Context: an optimization exercise on an open-source flow, tuned for small area, a short achievable clock period and few clock cycles. The choices shown serve that exercise and are no tape-out recipe.
Only simulation tests tie the RTL to the original design; equivalence was not proved.

==> flow/design.v (excerpt) <==
module table_linear_interpolator_core (
  input  logic                                clk_i,
  input  logic                                rst_ni,
  input  logic                                start,
  output logic                                busy,
  input  logic                                func_i,
  input  logic [tbli_pkg::IDX_W-1:0]          point_index_i,
  input  logic signed [tbli_pkg::DATA_W-1:0]  point_x_i,
  input  logic signed [tbli_pkg::DATA_W-1:0]  point_y_i,
  input  logic signed [tbli_pkg::DATA_W-1:0]  query_x_i,
  output logic                                done_o,
  output logic signed [tbli_pkg::DATA_W-1:0]  result_y_o,
  output logic [1:0]                          status_o
);
  localparam int unsigned POINTS = tbli_pkg::POINTS;
  localparam int unsigned DATA_W = tbli_pkg::DATA_W;
  localparam int unsigned IDX_W  = tbli_pkg::IDX_W;
  localparam int unsigned DIFF_W = tbli_pkg::DIFF_W;
  localparam int unsigned MAG_W  = tbli_pkg::MAG_W;
  localparam int unsigned MROWS  = 3;                
  typedef tbli_pkg::point_t point_t;
  localparam logic [1:0] ST_EXACT  = 2'd0;
  localparam logic [1:0] ST_INTERP = 2'd1;
  localparam logic [1:0] ST_RANGE  = 2'd2;
  localparam logic [1:0] ST_BADSEG = 2'd3;
  assign busy = 1'b0;
  logic             wr_v_q;
  logic [IDX_W-1:0] wr_idx_q;
  point_t           wr_pt_q;
  always_ff @(posedge clk_i or negedge rst_ni) begin
    if (!rst_ni) wr_v_q <= 1'b0;
    else         wr_v_q <= start && (func_i == tbli_pkg::FUNC_WRITE);
  end
  always_ff @(posedge clk_i) begin
    wr_idx_q  <= point_index_i;
    wr_pt_q.x <= point_x_i;
    wr_pt_q.y <= point_y_i;
  end
  logic signed [DATA_W-1:0] tx [POINTS];
  logic signed [DATA_W-1:0] ty [POINTS];
  for (genvar k = 0; k < POINTS; k++) begin : g_cell
    logic   ld;
    point_t pt;
    assign ld = wr_v_q && (int'(wr_idx_q) == k);
    tbli_cell u_cell (
      .clk_i   (clk_i),
      .ld_i    (ld),
      .ld_pt_i (wr_pt_q),
      .pt_o    (pt)
    );
    assign tx[k] = pt.x;
    assign ty[k] = pt.y;
  end
  logic                     v1_q;
  logic signed [DATA_W-1:0] q1_q;
  always_ff @(posedge clk_i or negedge rst_ni) begin
    if (!rst_ni) v1_q <= 1'b0;
    else         v1_q <= start && (func_i == tbli_pkg::FUNC_QUERY);
  end
  always_ff @(posedge clk_i) q1_q <= query_x_i;
  logic [POINTS-1:0] c_eq, c_hit, c_first;
  ...
Size: ~6700 cells after synthesis, roughly 1900 flip-flops, about 76 I/O pins, roughly 79000 um2 of cells after synthesis.
export LEC_CHECK = 0
export CAP_MARGIN = 40
export CORE_MARGIN = 2
export CORE_UTILIZATION = 55
export CTS_BUF_LIST = sky130_fd_sc_hd__clkbuf_16
export CTS_CLUSTER_DIAMETER = 110
export CTS_CLUSTER_SIZE = 22
export PLACE_DENSITY = 0.65
export SLEW_MARGIN = 70
create_clock -name core_clock -period 10.0 [get_ports {clk_i}]
standard.sh (not shown) runs the stock make flow with config.mk's settings and CLKGATE_MAP_FILE= SYNTH_SCRIPT=/design/flow/synth_recipe.tcl, a recipe that flattens the netlist after the stock synthesis.
==> flow/flow/run.sh <==
#!/bin/bash
# The standard layout, with the port buffers made of buf_4 cells instead of the
# cell buffer_ports picks by default (a slow delay buffer). Every port still gets
# its buffer. The whole make run's output goes to standard.log here.
set -euo pipefail
export BUFFER_PORTS_ARGS="-buffer_cell sky130_fd_sc_hd__buf_4"
bash standard.sh > standard.log 2>&1
The first run produced a clean layout.
Testbench counts at the start, summed over its fixed seeds: cycles 1,911.
Rerun with:
==> flow/run.sh (new file) <==
#!/bin/bash
# synth_recipe.tcl (not shown) runs the flow's synth.tcl, then flattens the netlist and writes it again
# the make line also repeats each setting of config.mk as NAME=value (left out here)
make -C /OpenROAD-flow-scripts/flow DESIGN_CONFIG=/design/flow/config.mk WORK_HOME=/design/flow/orfs CLKGATE_MAP_FILE= SYNTH_SCRIPT=/design/flow/synth_recipe.tcl finish
- CAP_MARGIN: 40 -> 20
- CORE_UTILIZATION: 55 -> 72
- CTS_CLUSTER_SIZE: 22 -> 24
- PLACE_DENSITY: 0.65 -> 0.78
- SLEW_MARGIN: 70 -> 20
removed: flow/flow/run.sh
removed: flow/standard.sh
After rerunning:
- clock-buffer cell count drops by 7
- first-iteration DRC count climbs by 24%
- worst hold slack gets worse by 0.0068 ns
- cell area drops by 2.7%
- via count climbs by 2.4%
- die area drops by 23%
- clock skew hardly moves
- wire length barely changes
- setup slack gets better by 0.022 ns
- synthesized area stays the same

## violet
Starting RTL as in the previous note.
make LEC_CHECK=0 CAP_MARGIN=20 CORE_MARGIN=2 CORE_UTILIZATION=65 CTS_BUF_LIST=sky130_fd_sc_hd__clkbuf_16 CTS_CLUSTER_DIAMETER=110 CTS_CLUSTER_SIZE=24 PLACE_DENSITY=0.72 SLEW_MARGIN=20 finish   # period 10.0 ns
run.sh (not shown) runs the stock make flow with config.mk's settings and CLKGATE_MAP_FILE= SYNTH_SCRIPT=/design/flow/synth_recipe.tcl, a recipe that flattens the netlist after the stock synthesis.
Stock flow here: none of the scripts above is used.
Testbench counts of violet, summed over its fixed seeds: cycles 1,911.
The inputs of xenon differ from those of violet as listed below.
- changing CORE_UTILIZATION from 65 to 55
- changing PLACE_DENSITY from 0.72 to 0.65
- changing CTS_CLUSTER_SIZE from 24 to 22
Notes after the runs:
Compared with violet, xenon shows count of clock-buffer cells in the layout higher by 10. Ratio of final minimum period to clock period was higher in the run labelled xenon. NOTE: routed length per placed instance in xenon falls short of that of violet. Max detailed-routing wirelength on met1 across xenon and violet: xenon. When the final numbers for xenon and violet were put side by side, the effective utilization at floorplan turned out to be greater in violet. When the final numbers for xenon and violet were put side by side, the die extent in x turned out to be smaller in violet. Comparing final non-filler cell area for xenon and violet, the bigger number came from xenon. Between violet and xenon, the flow reports number of vias per cell decreasing by a few percent. Comparing the two runs side by side, xenon comes out behind violet on core area. Relative to violet, the total detailed-routing wirelength of xenon is higher by 2.2%. Timing endpoint of the critical path = first2_q[10]$_DFF_P_: violet; timing endpoint of the critical path = g_row[1].pl_q[20]$_DFF_P_: xenon.
Here is what was changed in the inputs of amber compared with xenon.
- a change of CAP_MARGIN from 20 to 40
- a change of SLEW_MARGIN from 20 to 70
==> run notes <==
amber: flow completed, timing, DRC and antenna clean. Taking xenon as the reference, in amber worst setup slack shrank by 48 ps, non-clock inverter total of the final layout held, global-route usage did not really move, utilization +1.2 points. Going from xenon to amber, register-to-register slack shrinks by 50 ps. amber has global-route wire length before repair above what xenon had. Delta (amber minus xenon): sequential fraction of total cell area moved down; count of antenna diodes in the layout moved down.
Inputs modified between amber and yarrow:
- a change of SLEW_MARGIN from 70 to 20
- a change of CORE_UTILIZATION from 55 to 65
- a change of CAP_MARGIN from 40 to 20
- a change of CTS_CLUSTER_DIAMETER from 110 to 115
- a change of CTS_CLUSTER_SIZE from 22 to 26
- a change of PLACE_DENSITY from 0.65 to 0.72
### Flow results
Time the final worst path needs with I/O delays and setup for yarrow is lower than for amber. dy5_q[10]$_DFF_P_ as the termination of the worst setup path was reported by amber, and first2_q[11]$_DFF_P_ by yarrow. Per the comparison of yarrow with amber, maximum net fanout on the critical path fell 7, required time of the critical path shows no meaningful change. Compared with amber, in yarrow hold slack rose 4.8 ps, cell area now smaller, critical path depth lower, summed instance area of the synthesized netlist was more or less identical.

[port drivers added, routing unchanged]
No port has a modelled driver above. Below, the same layouts with a new extraction and two added sets of constraints. Step 1: set_driving_cell puts a clkbuf_16 on clk_i and a buf_2 on each other input, an assumption about the parent block. Step 2 moves the port delays by t, midway between the first and last clock arrival at a register: inputs arrive t later, outputs are due t later. That takes back most of the time a late clock gives input paths. a / b / c = no drivers / after step 1 / after step 2; a / b = the first two.
| run | t, ns | slack for setup (ns) | worst hold slack (ns) | worst setup path after step 2 | worst register clock-pin slew, ns |
|---|---|---|---|---|---|
| the first run of note 1 | 0.823 | 6.080 / 6.080 / 6.080 | 0.317 / 0.317 / 0.317 | register to register | 0.11 / 0.11 |
| the second run of note 1 | 0.788 | 6.102 / 6.102 / 6.102 | 0.310 / 0.310 / 0.310 | register to register | 0.11 / 0.11 |
| violet | 0.818 | 6.108 / 6.108 / 6.108 | 0.317 / 0.317 / 0.317 | register to register | 0.11 / 0.11 |
| xenon | 0.831 | 5.990 / 5.990 / 5.990 | 0.307 / 0.307 / 0.307 | register to register | 0.11 / 0.11 |
| amber | 0.816 | 5.942 / 5.942 / 5.942 | 0.309 / 0.309 / 0.309 | register to register | 0.11 / 0.11 |
| yarrow | 0.782 | 6.049 / 6.049 / 6.049 | 0.313 / 0.313 / 0.313 | register to register | 0.12 / 0.12 |
After both steps setup and hold are still met in every run listed.
